Background: an optimization exercise with open tools, aiming at small area, a short achievable clock period and few clock cycles per item. Do not read the settings as production practice.
The RTL was checked by simulation tests, not by an equivalence proof against the original design.
Power is estimated from default activity; no workload was simulated.

==> job 6803 <==
==> flow/design.v (excerpt) <==
module mul_axil (
  input  logic        Clk,
  input  logic        arst_n,
  input  logic        s_awvalid,
  output logic        s_awready,
  input  logic [7:0]  s_awaddr,
  input  logic        s_wvalid,
  output logic        s_wready,
  input  logic [31:0] s_wdata,
  input  logic [3:0]  s_wstrb,
  output logic        s_bvalid,
  input  logic        s_bready,
  output logic [1:0]  s_bresp,
  input  logic        s_arvalid,
  output logic        s_arready,
  input  logic [7:0]  s_araddr,
  output logic        s_rvalid,
  input  logic        s_rready,
  output logic [31:0] s_rdata,
  output logic [1:0]  s_rresp
);
==> module mul_axil, before the edit <==
module mul_axil (
  input  logic        Clk,
  input  logic        arst_n,
  input  logic        s_awvalid,
  output logic        s_awready,
  input  logic [7:0]  s_awaddr,
  input  logic        s_wvalid,
  output logic        s_wready,
  input  logic [31:0] s_wdata,
  input  logic [3:0]  s_wstrb,
  output logic        s_bvalid,
  input  logic        s_bready,
  output logic [1:0]  s_bresp,
  input  logic        s_arvalid,
  output logic        s_arready,
  input  logic [7:0]  s_araddr,
  output logic        s_rvalid,
  input  logic        s_rready,
  output logic [31:0] s_rdata,
  output logic [1:0]  s_rresp
);
  logic        bvalid, rvalid;
  logic        bresp_err;
  logic [31:0] rdata;
  logic [15:0] opa, opb;
  logic wr_fire, rd_fire, ctrl_go;
  logic aw_a, aw_b, aw_c;
  assign wr_fire = s_awvalid & s_wvalid & ~bvalid;
  assign rd_fire = s_arvalid & ~rvalid;
  assign aw_a = (s_awaddr == 8'h00);
  assign aw_b = (s_awaddr == 8'h04);
  assign aw_c = (s_awaddr == 8'h08);
  assign ctrl_go = wr_fire & aw_c & s_wstrb[0] & s_wdata[0];
  always_ff @(posedge Clk or negedge arst_n) begin
    if (!arst_n) begin
      opa <= '0;
      opb <= '0;
    end else begin
      if (wr_fire & aw_a & s_wstrb[0]) opa[7:0]  <= s_wdata[7:0];
      if (wr_fire & aw_a & s_wstrb[1]) opa[15:8] <= s_wdata[15:8];
      if (wr_fire & aw_b & s_wstrb[0]) opb[7:0]  <= s_wdata[7:0];
      if (wr_fire & aw_b & s_wstrb[1]) opb[15:8] <= s_wdata[15:8];
    end
  end
  logic        busy;           
  logic        fin;            
  logic [1:0]  cnt;            
  logic [3:0]  dig;            
  logic [15:0] hs, hc;
  logic [3:0]  ps, pc;
  logic [19:0] hi;
  logic [11:0] lo;
  logic        done;
  logic        has;            
  function automatic logic [39:0] csa(input logic [19:0] x, input logic [19:0] y,
                                      input logic [19:0] z);
    logic [19:0] s, c;
    s = x ^ y ^ z;
    c = ((x & y) | (x & z) | (y & z)) << 1;
    csa = {s, c};
  endfunction
  logic [4:0]  pr;
  logic [19:0] r0, r1, r2, r3, r4, r5;
  logic [19:0] s1, c1, s2, c2, s3, c3, sn, cn;
  assign pr = {1'b0, ps} + {1'b0, pc};
  assign r0 = {4'h0, hs & {16{busy}}};
  assign r1 = {4'h0, hc & {16{busy}}};
  assign r2 = {4'h0, opb & {16{dig[0]}}};
  assign r3 = {3'h0, opb & {16{dig[1]}}, pr[4] & busy};
  assign r4 = {2'h0, opb & {16{dig[2]}}, 2'h0};
  assign r5 = {1'h0, opb & {16{dig[3]}}, 3'h0};
  assign {s1, c1} = csa(r0, r1, r2);
  assign {s2, c2} = csa(r3, r4, r5);
  assign {s3, c3} = csa(s1, c1, s2);
  assign {sn, cn} = csa(s3, c3, c2);
  always_ff @(posedge Clk) begin
    hs <= sn[19:4];
    hc <= cn[19:4];
    ps <= sn[3:0];
    pc <= cn[3:0];
  end
  always_ff @(posedge Clk) begin
    if (busy) begin
      lo <= {pr[3:0], lo[11:4]};
    end
    if (fin) begin
      hi <= {hs, ps} + {hc, pc};
    end
  end
  always_ff @(posedge Clk or negedge arst_n) begin
    if (!arst_n) begin
      cnt  <= '0;
      busy <= 1'b0;
      fin  <= 1'b0;
      done <= 1'b0;
      has  <= 1'b0;
    end else begin
      if (ctrl_go | busy) begin
        cnt <= cnt + 2'd1;
      end
      if (ctrl_go) begin
        busy <= 1'b1;
        has  <= 1'b1;
      end else if (cnt == 2'd3) begin
        busy <= 1'b0;
      end
      fin <= busy & (cnt == 2'd3);
      if (ctrl_go) begin
        done <= 1'b0;
      end else if (busy & (cnt == 2'd1)) begin
        done <= 1'b1;
      end
    end
  end
  always_ff @(posedge Clk) begin
    if (busy) begin
      case (cnt)
        2'd1:    dig <= opa[11:8];
        2'd2:    dig <= opa[15:12];
        default: dig <= opa[3:0];
      endcase
    end else begin
      dig <= ctrl_go ? opa[7:4] : opa[3:0];
    end
  end
  logic sel_a, sel_b, sel_p, st_done, rd_err;
  logic [7:0] ra;
  assign ra = s_araddr;
  always_ff @(posedge Clk or negedge arst_n) begin
    if (!arst_n) begin
      bvalid <= 1'b0;
      rvalid <= 1'b0;
    end else begin
      if (wr_fire)       bvalid <= 1'b1;
      else if (s_bready) bvalid <= 1'b0;
      if (rd_fire)       rvalid <= 1'b1;
      else if (s_rready) rvalid <= 1'b0;
    end
  end
  always_ff @(posedge Clk) begin
    if (!bvalid) bresp_err <= ~(aw_a | aw_b | aw_c);
    if (!rvalid) begin
      sel_a   <= (ra == 8'h00);
      sel_b   <= (ra == 8'h04);
      sel_p   <= (ra == 8'h10) & ~busy & has;
      st_done <= (ra == 8'h0C) & done;
      rd_err  <= ~((ra == 8'h00) | (ra == 8'h04) | (ra == 8'h08) | (ra == 8'h0C)
                   | (ra == 8'h10));
    end
  end
  assign rdata = ({32{sel_p}} & {hi, lo})
               | {16'h0, {16{sel_a}} & opa}
               | {16'h0, {16{sel_b}} & opb}
               | {31'h0, st_done};
  assign s_awready = ~bvalid;
  assign s_wready  = ~bvalid;
  assign s_bvalid  = bvalid;
  assign s_bresp   = {bresp_err, 1'b0};
  assign s_arready = ~rvalid;
  assign s_rvalid  = rvalid;
  assign s_rdata   = rdata;
  assign s_rresp   = {rd_err, 1'b0};
endmodule
Settings: LEC_CHECK=0, CAP_MARGIN=0, CORE_MARGIN=2, CORE_UTILIZATION=55, CTS_BUF_LIST=sky130_fd_sc_hd__clkbuf_4 sky130_fd_sc_hd__clkbuf_8, SETUP_SLACK_MARGIN=0.8, SLEW_MARGIN=0; clock period 3.2 ns.
standard.sh (not shown) runs the stock make flow with config.mk's settings and CLKGATE_MAP_FILE= SYNTH_SCRIPT=/design/flow/synth_recipe.tcl, a recipe that flattens the netlist after the stock synthesis.
==> flow/flow/run.sh <==
#!/bin/bash
# Standard layout, with plain buffers on the ports and resizing not tied to
# cell footprints. Each step's own log is also kept under orfs/logs/.
set -euo pipefail
bash standard.sh \
  "BUFFER_PORTS_ARGS=-buffer_cell sky130_fd_sc_hd__buf_1" \
  MATCH_CELL_FOOTPRINT=0 \
  finish > standard.log 2>&1
==> job 2628 (differences from job 6803) <==
--- a/flow/design.v
+++ b/flow/design.v
@@ -50,6 +50,4 @@
   logic [3:0]  ps, pc;
-  logic [19:0] hi;
   logic [11:0] lo;
   logic        done;
-  logic        has;            
   function automatic logic [39:0] csa(input logic [19:0] x, input logic [19:0] y,
@@ -64,3 +62,4 @@
   logic [19:0] s1, c1, s2, c2, s3, c3, sn, cn;
-  assign pr = {1'b0, ps} + {1'b0, pc};
+  logic [19:0] sum;
+  assign pr = {1'b0, ps & {4{busy}}} + {1'b0, pc & {4{busy}}};
   assign r0 = {4'h0, hs & {16{busy}}};
@@ -68,3 +67,3 @@
   assign r2 = {4'h0, opb & {16{dig[0]}}};
-  assign r3 = {3'h0, opb & {16{dig[1]}}, pr[4] & busy};
+  assign r3 = {3'h0, opb & {16{dig[1]}}, pr[4]};
   assign r4 = {2'h0, opb & {16{dig[2]}}, 2'h0};
@@ -75,18 +74,10 @@
   assign {sn, cn} = csa(s3, c3, c2);
-  always_ff @(posedge Clk) begin
-    hs <= sn[19:4];
-    hc <= cn[19:4];
-    ps <= sn[3:0];
-    pc <= cn[3:0];
-  end
-  always_ff @(posedge Clk) begin
-    if (busy) begin
-      lo <= {pr[3:0], lo[11:4]};
-    end
-    if (fin) begin
-      hi <= {hs, ps} + {hc, pc};
-    end
-  end
+  assign sum = {hs, ps} + {hc, pc};
   always_ff @(posedge Clk or negedge arst_n) begin
     if (!arst_n) begin
+      hs   <= '0;
+      hc   <= '0;
+      ps   <= '0;
+      pc   <= '0;
+      lo   <= '0;
       cnt  <= '0;
@@ -95,6 +86,17 @@
       done <= 1'b0;
-      has  <= 1'b0;
     end else begin
       if (ctrl_go | busy) begin
+        hs  <= sn[19:4];
+        hc  <= cn[19:4];
+        ps  <= sn[3:0];
+        pc  <= cn[3:0];
         cnt <= cnt + 2'd1;
+      end else if (fin) begin
+        hs  <= sum[19:4];
+        hc  <= '0;
+        ps  <= sum[3:0];
+        pc  <= '0;
+      end
+      if (busy) begin
+        lo <= {pr[3:0], lo[11:4]};
       end
@@ -102,3 +104,2 @@
         busy <= 1'b1;
-        has  <= 1'b1;
       end else if (cnt == 2'd3) begin
@@ -106,3 +107,3 @@
       end
-      fin <= busy & (cnt == 2'd3);
+      fin <= busy & (cnt == 2'd3) & ~ctrl_go;
       if (ctrl_go) begin
@@ -144,3 +145,3 @@
       sel_b   <= (ra == 8'h04);
-      sel_p   <= (ra == 8'h10) & ~busy & has;
+      sel_p   <= (ra == 8'h10) & ~busy;
       st_done <= (ra == 8'h0C) & done;
@@ -150,3 +151,3 @@
   end
-  assign rdata = ({32{sel_p}} & {hi, lo})
+  assign rdata = ({32{sel_p}} & {hs, ps, lo})
                | {16'h0, {16{sel_a}} & opa}
--- a/flow/flow/run.sh
+++ b/flow/flow/run.sh
@@ -5,3 +5,3 @@
 bash standard.sh \
-  "BUFFER_PORTS_ARGS=-buffer_cell sky130_fd_sc_hd__buf_1" \
+  "BUFFER_PORTS_ARGS=-buffer_cell sky130_fd_sc_hd__buf_2" \
   MATCH_CELL_FOOTPRINT=0 \
- ABC_CLOCK_PERIOD_IN_PS: unset -> 1500
- CAP_MARGIN: 0 -> 20
- CORE_UTILIZATION: 55 -> 60
- CTS_BUF_LIST: sky130_fd_sc_hd__clkbuf_4 sky130_fd_sc_hd__clkbuf_8 -> unset
- SETUP_SLACK_MARGIN: 0.8 -> 0.7
- SLEW_MARGIN: 0 -> 20
==> job 1585 (differences from job 6803) <==
- CAP_MARGIN: 0 -> 20
- CORE_UTILIZATION: 55 -> 60
- SETUP_SLACK_MARGIN: 0.8 -> 0.85
- SLEW_MARGIN: 0 -> 20
==> out/qor.txt <==
Outcome: finished clean
GRT Total Usage: 26.8%
Seq. pwr: 1600 uW
Post-synth top area cell: fa_1
CP Max Fanout: 7
Vias in the first global route: 5190
Share of Yosys cell area claimed by the top area cell type: 17.3%
Final #Nets: 876
# the run above: job 1585

==> out/qor.txt <==
Crit-path leading delay family: adder cells
Mapped Area: 7320 um^2
Vias in the first global route: 5714
Share of Yosys cell area claimed by the top area cell type: 30.4%
Final #Nets: 967
Post-synth top area cell: dfrtp_1
Outcome: finished clean
GRT Total Usage: 28.8%
Seq. pwr: 1370 uW
Sequential-to-total area share from yosys stat: 34.0%
# the run above: job 2628

==> out/qor.txt <==
Seq. pwr: 1600 uW
CP Max Fanout: 14
Starting DRC count in detailed routing: 386
Vias/cell: 5.49
Post-synthesis adder-cell area fraction: 22.4%
Final #Nets: 866
GRT Total Usage: 24.2%
Outcome: finished clean
Vias in the first global route: 4920
Sequential-to-total area share from yosys stat: 42.7%
# the run above: job 6803

Testbench counts of job 6803, summed over its fixed seeds: cycles 5,120, items 512.
Testbench counts of job 2628, summed over its fixed seeds: cycles 5,120, items 512.
Testbench counts of job 1585, summed over its fixed seeds: cycles 5,120, items 512.

## static timing again, ports no longer ideal
The flow's constraints put no driver on any port. The routed layouts listed below were extracted and timed again, unchanged, in two steps.
Step 1 sets driving cells, clkbuf_16 on the clock port and buf_2 on the other inputs (assumed; they add their load-dependent delay and slew).
Step 2 also shifts input and output timing later by t, the mid clock arrival at the registers, as if the neighbouring blocks saw the same clock.
Slacks: ideal ports / drivers / drivers and shift; pairs: ideal ports / drivers.
run | t, ns | setup WS [ns] | pins driven straight from the clock port
job 6803 | 0.466 | 0.866 / 0.833 / 0.530 | 1
job 2628 | 0.387 | 0.656 / 0.656 / 0.487 | 1
job 1585 | 0.480 | 0.782 / 0.782 / 0.459 | 1
After both steps setup and hold are still met in every run listed. For job 6803, which loses most, drivers alone change the setup slack by -0.033 ns; drivers and shift together by -0.336 ns.
